Background: an optimization exercise with open tools, aiming at small area. Do not read the settings as production practice. In this exercise RTL edits were held to simulation tests only and were not proved equivalent to the original. Power is estimated from default activity; no workload was simulated.

// rule110_frame_rx
module rule110_frame_rx
(
  input  logic             clk,
  input  logic             rst,
  input  logic [rule110_pkg::WORD-1:0]  word_in,
  input  logic             word_valid,
  input  logic             sof,
  input  logic             check_en,
  output logic [rule110_pkg::CELLS-1:0] frame_out,
  output logic             frame_valid,
  output logic             mismatch,
  output logic             sync_err,
  output logic [15:0]      frame_count,
  output logic [7:0]       err_count,
  output rule110_pkg::rx_state_e state_dbg
);
  localparam int CELLS = rule110_pkg::CELLS;
  localparam int WORD  = rule110_pkg::WORD;
  localparam int WORDS = rule110_pkg::WORDS;
  rule110_pkg::rx_state_e state_q;
  logic [3:0]             idx_q;
  logic [CELLS-WORD-1:0]  asm_q;      
  logic [CELLS-1:0]       frame_q;    
  logic                   have_prev_q;
  logic                   diff_q;     
  logic                   frame_valid_q;
  logic                   mismatch_q;
  logic                   sync_err_q;
  ...
clock: 5.0 ns
lec_check: 0
abc_area: 1
cap_margin: 20
core_margin: 2
core_utilization: 60
place_density: 0.7
slew_margin: 20
buffer_ports_args: -buffer_cell sky130_fd_sc_hd__buf_1
cts_args: -sink_clustering_enable -repair_clock_nets -dont_use_dummy_load -buf_list {sky130_fd_sc_hd__clkbuf_8} -sink_clustering_size 20 -sink_clustering_max_diameter 50
standard.sh (not shown) runs the stock make flow with config.mk's settings and CLKGATE_MAP_FILE= SYNTH_SCRIPT=/design/flow/synth_recipe.tcl, a recipe that flattens the netlist after the stock synthesis.
==> flow/flow/run.sh <==
#!/bin/bash
# Standard layout (the standard.sh, unchanged synthesis) with two changes:
# port buffers use buf_1 instead of clkdlybuf4s50_1, and the clock tree uses
# clkbuf_8 with larger sink clusters and no dummy loads.
set -e
cat >> config.mk <<'EOC'
export BUFFER_PORTS_ARGS = -buffer_cell sky130_fd_sc_hd__buf_1
export CTS_ARGS = -sink_clustering_enable -repair_clock_nets -dont_use_dummy_load -buf_list {sky130_fd_sc_hd__clkbuf_8} -sink_clustering_size 20 -sink_clustering_max_diameter 50
EOC
bash standard.sh > standard.log 2>&1
Edit:
==> flow/flow/run.sh (replaced) <==
#!/bin/bash
# Standard layout with smaller port buffers and a clock tree without dummy loads.
set -e
cat >> config.mk <<'EOC'
export BUFFER_PORTS_ARGS = -buffer_cell sky130_fd_sc_hd__buf_1
export CTS_ARGS = -sink_clustering_enable -repair_clock_nets -dont_use_dummy_load -buf_list {sky130_fd_sc_hd__clkbuf_8}
EOC
bash standard.sh > standard.log 2>&1
CTS_ARGS = -sink_clustering_enable -repair_clock_nets -dont_use_dummy_load -buf_list {sky130_fd_sc_hd__clkbuf_8}   (was -sink_clustering_enable -repair_clock_nets -dont_use_dummy_load -buf_list {sky130_fd_sc_hd__clkbuf_8} -sink_clustering_size 20 -sink_clustering_max_diameter 50)
Outcome: The changed run passed the timing, DRC and antenna checks; global-route usage climbs by 0.69 points; register-to-register slack improves by 0.05 ns; die area stays the same; design area climbs by 2.6%; final cell count climbs by 1.6%.
Edit:
--- a/flow/flow/run.sh
+++ b/flow/flow/run.sh
@@ -6 +6 @@
-export CTS_ARGS = -sink_clustering_enable -repair_clock_nets -dont_use_dummy_load -buf_list {sky130_fd_sc_hd__clkbuf_8}
+export CTS_ARGS = -sink_clustering_enable -repair_clock_nets -dont_use_dummy_load -buf_list {sky130_fd_sc_hd__clkbuf_4} -sink_clustering_size 25
CTS_ARGS = -sink_clustering_enable -repair_clock_nets -dont_use_dummy_load -buf_list {sky130_fd_sc_hd__clkbuf_4} -sink_clustering_size 25   (was -sink_clustering_enable -repair_clock_nets -dont_use_dummy_load -buf_list {sky130_fd_sc_hd__clkbuf_8})
=> The new run ran to the end with no violations. Power shrinks by 2.8%. Area after synthesis stays the same. Combinational power barely changes. Clock power shrinks by 7.5%. First-iteration DRC count grows by 2.8%.

---

Setup of P:
rule110_frame_rx again, from the RTL that the note above started with.
clock: 5.0 ns
lec_check: 0
abc_area: 1
cap_margin: 20
core_margin: 2
core_utilization: 60
place_density: 0.85
slew_margin: 20
buffer_ports_args: -buffer_cell sky130_fd_sc_hd__buf_1
cts_args: -sink_clustering_enable -repair_clock_nets -dont_use_dummy_load -buf_list {sky130_fd_sc_hd__clkbuf_8} -sink_clustering_size 16 -sink_clustering_max_diameter 45
==> flow/flow/run.sh <==
#!/bin/bash
# The standard layout with three changes:
#  - after the standard synthesis (unchanged), the combinational gates are
#    re-mapped by ABC for area (flow/remap.ys); registers keep names and cells;
#  - port buffers use buf_1 instead of clkdlybuf4s50_1;
#  - the clock tree uses clkbuf_8 with larger sink clusters and no dummy loads.
set -e
cat >> config.mk <<'EOC'
export BUFFER_PORTS_ARGS = -buffer_cell sky130_fd_sc_hd__buf_1
export CTS_ARGS = -sink_clustering_enable -repair_clock_nets -dont_use_dummy_load -buf_list {sky130_fd_sc_hd__clkbuf_8} -sink_clustering_size 16 -sink_clustering_max_diameter 45
EOC
bash standard.sh synth > standard_synth.log 2>&1
R=orfs/results/$FLOW_PLATFORM/rule110_frame_rx/base
cp $R/1_2_yosys.v $R/1_2_yosys_std.v
LIB=$FLOW_HOME/platforms/$FLOW_PLATFORM/lib/sky130_fd_sc_hd__tt_025C_1v80.lib
sed -e "s|@LIB@|$LIB|g" -e "s|@IN@|$R/1_2_yosys_std.v|g" -e "s|@OUT@|$R/1_2_yosys_remap.v|g" \
    -e "s|@TOP@|$FLOW_TOP|g" -e "s|@ABC@|flow/remap.abc|g" -e "s|@STAT@|remap_stat.txt|g" \
    flow/remap.ys.in > remap.ys
YOSYS=$(command -v yosys || echo $FLOW_HOME/../tools/install/yosys/bin/yosys)
"$YOSYS" -s remap.ys > remap.log 2>&1
cp $R/1_2_yosys_remap.v $R/1_2_yosys.v
rm -f $R/1_synth.odb $R/1_synth.sdc
bash standard.sh > standard.log 2>&1
==> flow/flow/remap.abc <==
&get -n
&st
&dch
&nf -a -R 1000
&put
==> flow/flow/remap.ys.in <==
# Re-map the combinational logic of the standard synthesis for area. The
# flip-flops (and every other sequential cell) are kept as they are, with their
# names and cell types; only the gates between them are re-mapped.
read_liberty -ignore_miss_func @LIB@
read_verilog -defer @IN@
hierarchy -top @TOP@
setattr -mod -set keep_hierarchy 1 sky130_fd_sc_hd__*df* sky130_fd_sc_hd__*dl* sky130_fd_sc_hd__conb_1
flatten
delete t:$scopeinfo
rename -hide w:*.*
select -module @TOP@
opt -full
abc -liberty @LIB@ -dont_use sky130_fd_sc_hd__probe_p_8 -dont_use sky130_fd_sc_hd__probec_p_8 -dont_use sky130_fd_sc_hd__lpflow_* -script @ABC@
opt_clean -purge
hilomap -singleton -hicell sky130_fd_sc_hd__conb_1 HI -locell sky130_fd_sc_hd__conb_1 LO
insbuf -buf sky130_fd_sc_hd__buf_4 A X
opt_clean -purge
tee -o @STAT@ stat -liberty @LIB@
write_verilog -noattr -nohex -nodec -selected @OUT@
P closes out successfully: all stages finished, all timing, DRC and antenna checks passed.
The inputs of Q differ from those of P as listed below.
- swapping -sink_clustering_enable -repair_clock_nets -dont_use_dummy_load -buf_list {sky130_fd_sc_hd__clkbuf_8} -sink_clustering_size 16 -sink_clustering_max_diameter 45 for -sink_clustering_enable -repair_clock_nets -dont_use_dummy_load -buf_list {sky130_fd_sc_hd__clkbuf_8} -sink_clustering_size 20 -sink_clustering_max_diameter 50 in CTS_ARGS
- swapping 0.85 for 0.7 in PLACE_DENSITY
diff --git a/flow/flow/run.sh b/flow/flow/run.sh
--- a/flow/flow/run.sh
+++ b/flow/flow/run.sh
@@ -9,3 +9,3 @@
 export BUFFER_PORTS_ARGS = -buffer_cell sky130_fd_sc_hd__buf_1
-export CTS_ARGS = -sink_clustering_enable -repair_clock_nets -dont_use_dummy_load -buf_list {sky130_fd_sc_hd__clkbuf_8} -sink_clustering_size 16 -sink_clustering_max_diameter 45
+export CTS_ARGS = -sink_clustering_enable -repair_clock_nets -dont_use_dummy_load -buf_list {sky130_fd_sc_hd__clkbuf_8} -sink_clustering_size 20 -sink_clustering_max_diameter 50
 EOC
## What came out
- The clock period minus worst slack in Q was lower than what P gave.
- Looking at overall power across P and Q, the one that comes out higher is P.
- Core utilization, P and Q, lower one = Q.
- Of P and Q, the higher part of the total power dissipated in the clock network belongs to P.
- Q ended up with a lower design internal power than P did.
- Going from P to Q, final wirelength shrinks by 1300 µm.
- [diff] register-to-register slack, Q relative to P: improvement
- Compared with P, Q ends up with a smaller final cell area.
- In the reports for P and Q, the larger proportion of cell area spent on the clock network belongs to P.
- Compare P and Q | count of plain and timing-repair buffers lower: Q
[inputs] R vs Q
- CTS_ARGS now -sink_clustering_enable -repair_clock_nets -dont_use_dummy_load, was -sink_clustering_enable -repair_clock_nets -dont_use_dummy_load -buf_list {sky130_fd_sc_hd__clkbuf_8} -sink_clustering_size 20 -sink_clustering_max_diameter 50
==> flow/flow/run.sh <==
#!/bin/bash
# Standard layout with smaller port buffers and a clock tree without dummy loads.
set -e
cp standard.sh standard_sh.txt
cat >> config.mk <<'EOC'
export BUFFER_PORTS_ARGS = -buffer_cell sky130_fd_sc_hd__buf_1
export CTS_ARGS = -sink_clustering_enable -repair_clock_nets -dont_use_dummy_load
EOC
bash standard.sh > standard.log 2>&1
removed: flow/flow/remap.abc
removed: flow/flow/remap.ys.in
## What came out
In R, average via count per standard cell is lower than in Q.
Note that the pin count of the biggest net entering global routing recorded for R amounts to 0.68 times the value seen in Q.
Looking at slack of the critical path, R sits 0.52 ns higher than Q does.
In the metrics for R and Q, the one carrying the lower post-route met1 wirelength is Q.
Per the comparison of R with Q, final estimated routing congestion in global placement up 0.15, chip height saw an increase, die area saw an increase, placeable core region went up, critical path depth rose by 4.
Going from Q to R, the final critical-path required period was found to have gone down by 0.52 ns.
Total power: R above Q
Edits applied to the flow inputs when going from R to S:
- CTS_ARGS changed from -sink_clustering_enable -repair_clock_nets -dont_use_dummy_load to -sink_clustering_enable -repair_clock_nets -dont_use_dummy_load -buf_list {sky130_fd_sc_hd__clkbuf_8} -sink_clustering_size 16 -sink_clustering_max_diameter 45
==> flow/flow/run.sh <==
#!/bin/bash
# The standard layout with three changes:
#  - after the standard synthesis (unchanged), the combinational gates are
#    re-mapped by ABC for area (flow/remap.ys); registers keep names and cells;
#  - port buffers use buf_1 instead of clkdlybuf4s50_1;
#  - the clock tree uses clkbuf_8 with larger sink clusters and no dummy loads.
set -e
cat >> config.mk <<'EOC'
export BUFFER_PORTS_ARGS = -buffer_cell sky130_fd_sc_hd__buf_1
export CTS_ARGS = -sink_clustering_enable -repair_clock_nets -dont_use_dummy_load -buf_list {sky130_fd_sc_hd__clkbuf_8} -sink_clustering_size 16 -sink_clustering_max_diameter 45
EOC
bash standard.sh synth > standard_synth.log 2>&1
R=orfs/results/$FLOW_PLATFORM/rule110_frame_rx/base
cp $R/1_2_yosys.v $R/1_2_yosys_std.v
LIB=$FLOW_HOME/platforms/$FLOW_PLATFORM/lib/sky130_fd_sc_hd__tt_025C_1v80.lib
sed -e "s|@LIB@|$LIB|g" -e "s|@IN@|$R/1_2_yosys_std.v|g" -e "s|@OUT@|$R/1_2_yosys_remap.v|g" \
    -e "s|@TOP@|$FLOW_TOP|g" -e "s|@ABC@|flow/remap.abc|g" -e "s|@STAT@|remap_stat.txt|g" \
    flow/remap.ys.in > remap.ys
YOSYS=$(command -v yosys || echo $FLOW_HOME/../tools/install/yosys/bin/yosys)
"$YOSYS" -s remap.ys > remap.log 2>&1
cp $R/1_2_yosys_remap.v $R/1_2_yosys.v
rm -f $R/1_synth.odb $R/1_synth.sdc
bash standard.sh > standard.log 2>&1
==> flow/flow/remap.abc (new file) <==
&get -n
&st
&dch
&nf -a -R 1000
&put
==> flow/flow/remap.ys.in (new file) <==
# Re-map the combinational logic of the standard synthesis for area. The
# flip-flops (and every other sequential cell) are kept as they are, with their
# names and cell types; only the gates between them are re-mapped.
read_liberty -ignore_miss_func @LIB@
read_verilog -defer @IN@
hierarchy -top @TOP@
setattr -mod -set keep_hierarchy 1 sky130_fd_sc_hd__*df* sky130_fd_sc_hd__*dl* sky130_fd_sc_hd__conb_1
flatten
delete t:$scopeinfo
rename -hide w:*.*
select -module @TOP@
opt -full
abc -liberty @LIB@ -dont_use sky130_fd_sc_hd__probe_p_8 -dont_use sky130_fd_sc_hd__probec_p_8 -dont_use sky130_fd_sc_hd__lpflow_* -script @ABC@
opt_clean -purge
hilomap -singleton -hicell sky130_fd_sc_hd__conb_1 HI -locell sky130_fd_sc_hd__conb_1 LO
insbuf -buf sky130_fd_sc_hd__buf_4 A X
opt_clean -purge
tee -o @STAT@ stat -liberty @LIB@
write_verilog -noattr -nohex -nodec -selected @OUT@
Of the two values seen for highest-delay cell along the critical path, nor2_1 was produced by R and nor2_4 by S.
Of S and R, it is S that has the lower part of the power in combinational logic.
Number of buffers added on ports: R vs S, no meaningful difference
Sequential share of cell area is higher on S
In S relative to R, non-clock buffer count had gone up by a few percent.
R and S ended up with nearly the same required time of the critical path.
Taking R as the reference point, the number of vias per cell after detailed routing of S rises by about 12%.
Summary of S over R: net count of the finished layout lost about 30%, final non-filler cell total lost about 26%.
Per the final summary, S finished and its layout is clean on timing, DRC and antenna.

afterwards: timing with drivers on the ports:
No port has a modelled driver above. Below, the same layouts with a new extraction and two added sets of constraints. Step 1: set_driving_cell puts a clkbuf_16 on clk and a buf_2 on each other input, an assumption about the parent block. Step 2 also shifts input and output timing later by t, the mid clock arrival at the registers, as if the neighbouring blocks saw the same clock. Three values: ideal ports, drivers, drivers and shift; two values: the first two.
run	shift t [ns]	slack for setup (ns)	hold WS [ns]	slew at the worst register clock pin (ns)
the first run of note 1	0.621	1.293 / 1.316 / 0.702	0.401 / 0.401 / 0.401	0.12 / 0.12
the second run of note 1	0.669	1.356 / 1.373 / 0.717	0.432 / 0.432 / 0.432	0.07 / 0.07
the third run of note 1	0.842	1.385 / 1.385 / 0.722	0.420 / 0.420 / 0.420	0.07 / 0.07
P	0.615	0.534 / 0.516 / -0.099	0.411 / 0.411 / 0.411	0.10 / 0.10
Q	0.603	0.781 / 0.768 / 0.165	0.422 / 0.422 / 0.422	0.12 / 0.12
R	0.601	1.301 / 1.335 / 0.734	0.422 / 0.422 / 0.422	0.06 / 0.06
S	0.619	0.815 / 0.797 / 0.177	0.430 / 0.430 / 0.430	0.10 / 0.10
With both steps, setup timing fails in P, where it was met with ideal ports. The setup slack of the third run of note 1, which loses most, moves by 0.000 ns with the drivers and by -0.663 ns with both steps.
